From an optimization exercise on the open Yosys and OpenROAD flow, aimed at small area, a short achievable clock period and few clock cycles per item; shortcuts taken in it are not production practice.
Function was checked by simulation only, so behaviour that the tests miss may differ from the original.
Power is estimated from default activity; no workload was simulated.

## display_test_pattern_generator
module display_test_pattern_generator (
  input  wire logic                           clk,
  input  wire logic                           rst_n,
  input  wire logic                           cfg_we,
  input  wire logic [dtpg_pkg::CFG_IDX_W-1:0] cfg_index,
  input  wire logic [dtpg_pkg::CFG_DAT_W-1:0] cfg_wdata,
  input  wire logic                           in_tvalid,
  output logic                                in_tready,
  input  wire logic [7:0]                     in_tdata,    
  output logic                                out_tvalid,
  input  wire logic                           out_tready,
  output logic [63:0]                         out_tdata,
  output logic                                out_tlast    
);
  logic           out_free, emit, emit_rst;
  dtpg_pkg::seq_t seq;
  dtpg_ctrl u_ctrl (
    .clk        (clk),
    .rst_n      (rst_n),
    .cfg_we     (cfg_we),
    .cfg_index  (cfg_index),
    .in_tvalid  (in_tvalid),
    .in_tready  (in_tready),
    .in_restart (in_tdata[0]),
    .out_free   (out_free),
    .emit       (emit),
    .emit_rst   (emit_rst),
    .seq        (seq)
  );
  dtpg_dp u_dp (
    .clk        (clk),
    .rst_n      (rst_n),
    .cfg_we     (cfg_we),
    .cfg_index  (cfg_index),
    .cfg_wdata  (cfg_wdata),
    .emit       (emit),
    .emit_rst   (emit_rst),
    .seq        (seq),
    .out_tvalid (out_tvalid),
    .out_tready (out_tready),
    .out_free   (out_free),
    .out_tdata  (out_tdata),
    .out_tlast  (out_tlast)
  );
endmodule
export LEC_CHECK = 0
export CAP_MARGIN = 20
export CORE_MARGIN = 2
export CORE_UTILIZATION = 40
export SETUP_SLACK_MARGIN = 4.4
export SLEW_MARGIN = 20
export TNS_END_PERCENT = 5
create_clock -name core_clock -period 7.5 [get_ports {clk}]
standard.sh (not shown) runs the stock make flow with config.mk's settings and CLKGATE_MAP_FILE= SYNTH_SCRIPT=/design/flow/synth_recipe.tcl, a recipe that flattens the netlist after the stock synthesis.
==> flow/flow/run.sh <==
#!/bin/bash
# Standard layout (standard synthesis unchanged), with the port buffers made from plain
# buffers instead of the delay cells buffer_ports picks by default.
set -e
export BUFFER_PORTS_ARGS="-buffer_cell sky130_fd_sc_hd__buf_2"
export CTS_ARGS="-sink_clustering_enable -repair_clock_nets -dont_use_dummy_load"
bash standard.sh > standard.log 2>&1
The starting point completed with no timing, DRC or antenna violations.
Testbench counts at the start, summed over its fixed seeds: cycles 30,016, items 29,696.
==> next run, changes <==
Settings changed: CORE_UTILIZATION 40 to 60, PLACE_DENSITY_LB_ADDON set to 0.2, SETUP_SLACK_MARGIN 4.4 to 4.2.
What happened: Combinational power rises by 6.0%; routed wire length goes down by 3.0%; worst setup slack got worse by 0.035 ns; synthesized cell count does not change; sequential share of layout area grows by 0.49 points; via count grows by 3.5%; design area went down by 1.8%; utilization came out higher by 23 points; power barely changes; clock power goes down by about 4%.
==> next run, changes <==
--- a/flow/flow/run.sh
+++ b/flow/flow/run.sh
@@ -5,3 +5,2 @@
 export BUFFER_PORTS_ARGS="-buffer_cell sky130_fd_sc_hd__buf_2"
-export CTS_ARGS="-sink_clustering_enable -repair_clock_nets -dont_use_dummy_load"
 bash standard.sh > standard.log 2>&1
Settings changed: CORE_UTILIZATION 60 to 40, PLACE_DENSITY_LB_ADDON 0.2 to unset.
After rerunning:
- sequential share of layout area is lower by 0.34 points
- synthesized cell count stays the same
- final cell count is higher by 8.0%
- clock power is higher by about 25%
- wire length is higher by 2.9%
- critical path depth stays the same
==> next run, changes <==
--- a/flow/flow/run.sh
+++ b/flow/flow/run.sh
@@ -5,2 +5,3 @@
 export BUFFER_PORTS_ARGS="-buffer_cell sky130_fd_sc_hd__buf_2"
+export CTS_ARGS="-sink_clustering_enable -repair_clock_nets -dont_use_dummy_load"
 bash standard.sh > standard.log 2>&1
Settings changed: CORE_UTILIZATION 40 to 60.
Outcome:
- wire length goes down by a few percent
- critical path depth does not change
- global-route usage climbs by 8.0 points
- cell count drops by a little under a tenth
- count of clock-buffer cells in the layout is lower by 19
- clock skew grows by 0.028 ns
- register-to-register slack improves by 0.02 ns
- maximum frequency hardly moves
- setup slack got worse by 0.0089 ns
- sequential power is about the same
- cell area fell slightly
==> next run, changes <==
Settings changed: CORE_UTILIZATION 60 to 40.
=> Via count shrinks by 2.4%; sequential share of layout area hardly moves; combinational power went up by about 0.7%; power climbs by 1.5%; routed wire length climbs by 3.4%; design area is about the same; first-iteration DRC count falls by 18%; synthesized area stays the same.

* * *

run 1:
Starting RTL as in the previous note.
Design display_test_pattern_generator, start of the top module:
module display_test_pattern_generator (
  input  wire logic                           clk,
  input  wire logic                           rst_n,
  input  wire logic                           cfg_we,
  input  wire logic [dtpg_pkg::CFG_IDX_W-1:0] cfg_index,
  input  wire logic [dtpg_pkg::CFG_DAT_W-1:0] cfg_wdata,
  input  wire logic                           in_tvalid,
  output logic                                in_tready,
  input  wire logic [7:0]                     in_tdata,    
  output logic                                out_tvalid,
  input  wire logic                           out_tready,
  output logic [63:0]                         out_tdata,
  output logic                                out_tlast    
);
  logic           out_free, emit, emit_rst;
  dtpg_pkg::seq_t seq;
  dtpg_ctrl u_ctrl (
    .clk        (clk),
    .rst_n      (rst_n),
    .cfg_we     (cfg_we),
    .cfg_index  (cfg_index),
    .in_tvalid  (in_tvalid),
    .in_tready  (in_tready),
    .in_restart (in_tdata[0]),
    .out_free   (out_free),
    .emit       (emit),
    .emit_rst   (emit_rst),
    .seq        (seq)
  );
  dtpg_dp u_dp (
    .clk        (clk),
    .rst_n      (rst_n),
    .cfg_we     (cfg_we),
    .cfg_index  (cfg_index),
  ...
==> flow/config.mk <==
export PLATFORM = sky130hd
export DESIGN_NAME = display_test_pattern_generator
export DESIGN_NICKNAME = display_test_pattern_generator
export VERILOG_FILES = /design/flow/design.v
export SDC_FILE = /design/flow/constraint.sdc
export NUM_CORES = 4
export LEC_CHECK = 0
export CAP_MARGIN = 20
export CORE_MARGIN = 2
export CORE_UTILIZATION = 40
export CTS_BUF_LIST = sky130_fd_sc_hd__clkbuf_4 sky130_fd_sc_hd__clkbuf_8
export CTS_CLUSTER_SIZE = 30
export SETUP_SLACK_MARGIN = 4.2
export SLEW_MARGIN = 20
export TNS_END_PERCENT = 5
==> flow/constraint.sdc <==
create_clock -name core_clock -period 7.5 [get_ports {clk}]
set_input_delay 1.5000 -clock core_clock [delete_from_list [all_inputs] [get_ports {clk}]]
set_output_delay 1.5000 -clock core_clock [all_outputs]
set_load 0.01 [all_outputs]
run.sh (not shown) runs the stock make flow with config.mk's settings and CLKGATE_MAP_FILE= SYNTH_SCRIPT=/design/flow/synth_recipe.tcl, a recipe that flattens the netlist after the stock synthesis.
Stock flow here: none of the scripts above is used.
Testbench counts of run 1, summed over its fixed seeds: cycles 30,016, items 29,696.
Inputs modified between run 1 and run 2:
Settings: CTS_CLUSTER_SIZE no longer set, was 30; CTS_BUF_LIST no longer set, was sky130_fd_sc_hd__clkbuf_4 sky130_fd_sc_hd__clkbuf_8.
### Flow results
- Footprint of the multi-input gates ends up lower on run 1.
- Run 1 -> run 2: post-detailed-route wirelength per cell increased slightly
- Run 2: routed length on met3 lower than run 1
- In run 2, the worst slew slack as a fraction of its limit came out 2.3 points above the value in run 1.
- The run showing the greater layout net count is run 1.
- Smallest setup slack after layout essentially unchanged between run 1 and run 2.
- Detailed-route DRC error count came out exactly the same in run 2 and run 1.
- Relative to run 1, the number of post-CTS setup repair buffers of run 2 is lower by about 25%.
- Of run 2 and run 1, it is run 2 that has the lower via count.
diff inputs: run 2 => run 3
Settings: PLACE_DENSITY_LB_ADDON now 0.35, previously not set.
==> flow/flow/run.sh (new file) <==
#!/bin/bash
# Standard layout (standard synthesis unchanged), with the port buffers made from plain
# buffers instead of the delay cells buffer_ports picks by default.
set -e
export BUFFER_PORTS_ARGS="-buffer_cell sky130_fd_sc_hd__buf_2"
export CTS_ARGS="-sink_clustering_enable -repair_clock_nets -dont_use_dummy_load"
bash standard.sh > standard.log 2>&1
==> flow/standard.sh (new file) <==
#!/bin/bash
# synth_recipe.tcl (not shown) runs the flow's synth.tcl, then flattens the netlist and writes it again
# the make line also repeats each setting of config.mk as NAME=value (left out here)
make -C /OpenROAD-flow-scripts/flow DESIGN_CONFIG=/design/flow/config.mk WORK_HOME=/design/flow/orfs CLKGATE_MAP_FILE= SYNTH_SCRIPT=/design/flow/synth_recipe.tcl "${@:-finish}"
removed: flow/run.sh
### Flow results
Run 3 ended with less clock network power share than run 2.
Fraction of standard cell area that is sequential ended up 1.3 points higher on run 3 than on run 2.
Comparing length of routed wiring on met1 for run 3 and run 2, the smaller number came from run 3.
Routed wire in run 3 totals less than in run 2.
Re setup TNS after final layout: no difference whatsoever between run 2 and run 3.
Run 2 vs run 3, end point of the critical path: out_tdata[5] vs out_tdata[3]
Compared with run 2, placement density in the core of run 3 is lower.
Inputs modified between run 3 and run 4:
Settings: PLACE_DENSITY_LB_ADDON changed from 0.35 to 0.2.
Results
- The latest clock arrival within the worst-skew pair on run 3 is in line with that on run 4.
- Looking at run 3 and run 4, the total number of tap cells is a wash.
- The timing endpoint of the critical path comes out out_tdata[3] in one run and out_tdata[11] in the other, namely in run 3 and run 4 respectively.
- Summary — combinational share of power, run 4 relative to run 3: lower, by 0.9 points.
- On overall routing resource usage, run 3 and run 4 are basically level.
- Combinational power was higher in run 3 than in run 4.
- Run 3 → run 4: non-clock buffer count climbed about 1.4%; area of all placed cells without fillers dropped about 0.4%.
- Met2 routing resource usage after global routing: run 3 and run 4 compared, higher one is run 3
diff inputs: run 4 => run 5
Settings: SETUP_SLACK_MARGIN now 4.6, was 4.2; PLACE_DENSITY_LB_ADDON no longer set, was 0.2.
==> flow/run.sh (new file) <==
#!/bin/bash
# synth_recipe.tcl (not shown) runs the flow's synth.tcl, then flattens the netlist and writes it again
# the make line also repeats each setting of config.mk as NAME=value (left out here)
make -C /OpenROAD-flow-scripts/flow DESIGN_CONFIG=/design/flow/config.mk WORK_HOME=/design/flow/orfs CLKGATE_MAP_FILE= SYNTH_SCRIPT=/design/flow/synth_recipe.tcl finish
removed: flow/flow/run.sh
removed: flow/standard.sh
### Flow results
The combinational cell fraction of total power number comes out lower for run 5 vs run 4.
Compared with run 4, in run 5 total power has increased; via count has increased; fraction of final layout cells sized beyond drive strength 1 has increased; total wire length has increased.

re-timing with driven ports:
In the flow no input, the clock included, has a driving cell. The finished layouts below were timed again as built, in two steps.
Step 1 assumes that a clkbuf_16 drives the clock port and a buf_2 every other input.
Step 2 adds t to the input delays and takes it off the output delays; t is the mean of the earliest and latest rising clock arrival at the registers after step 1. Input paths then give back, and output paths get back, about the clock's delay inside the block.
Slacks: no drivers / after step 1 / after step 2; pairs: no drivers / after step 1.
| run | shift t [ns] | setup slack, ns | hold WS [ns] | clock arrival spread, ns | worst slew at a driven data input, ns |
|---|---|---|---|---|---|
| the first run of note 1 | 0.601 | 4.151 / 4.098 / 3.594 | 0.471 / 0.471 / 0.471 | 0.049 / 0.049 | 0.04 |
| the second run of note 1 | 0.588 | 4.116 / 4.066 / 3.611 | 0.467 / 0.467 / 0.467 | 0.022 / 0.022 | 0.05 |
| the third run of note 1 | 0.626 | 4.117 / 4.063 / 3.526 | 0.462 / 0.462 / 0.462 | 0.029 / 0.030 | 0.04 |
| the fourth run of note 1 | 0.588 | 4.108 / 4.058 / 3.648 | 0.465 / 0.465 / 0.465 | 0.056 / 0.056 | 0.05 |
| the fifth run of note 1 | 0.614 | 4.108 / 4.052 / 3.547 | 0.462 / 0.462 / 0.462 | 0.047 / 0.048 | 0.04 |
| run 1 | 0.649 | 4.109 / 4.058 / 3.528 | 0.473 / 0.473 / 0.473 | 0.034 / 0.035 | 0.04 |
| run 2 | 0.619 | 4.111 / 4.054 / 3.560 | 0.473 / 0.473 / 0.473 | 0.019 / 0.019 | 0.04 |
| run 3 | 0.593 | 4.128 / 4.073 / 3.589 | 0.464 / 0.464 / 0.464 | 0.052 / 0.052 | 0.06 |
| run 4 | 0.602 | 4.125 / 4.070 / 3.642 | 0.467 / 0.467 / 0.467 | 0.042 / 0.042 | 0.07 |
| run 5 | 0.616 | 4.152 / 4.112 / 3.589 | 0.467 / 0.467 / 0.467 | 0.015 / 0.014 | 0.05 |
After both steps every run listed still meets setup and hold. For the third run of note 1, which loses most, drivers alone change the setup slack by -0.054 ns; drivers and shift together by -0.591 ns.
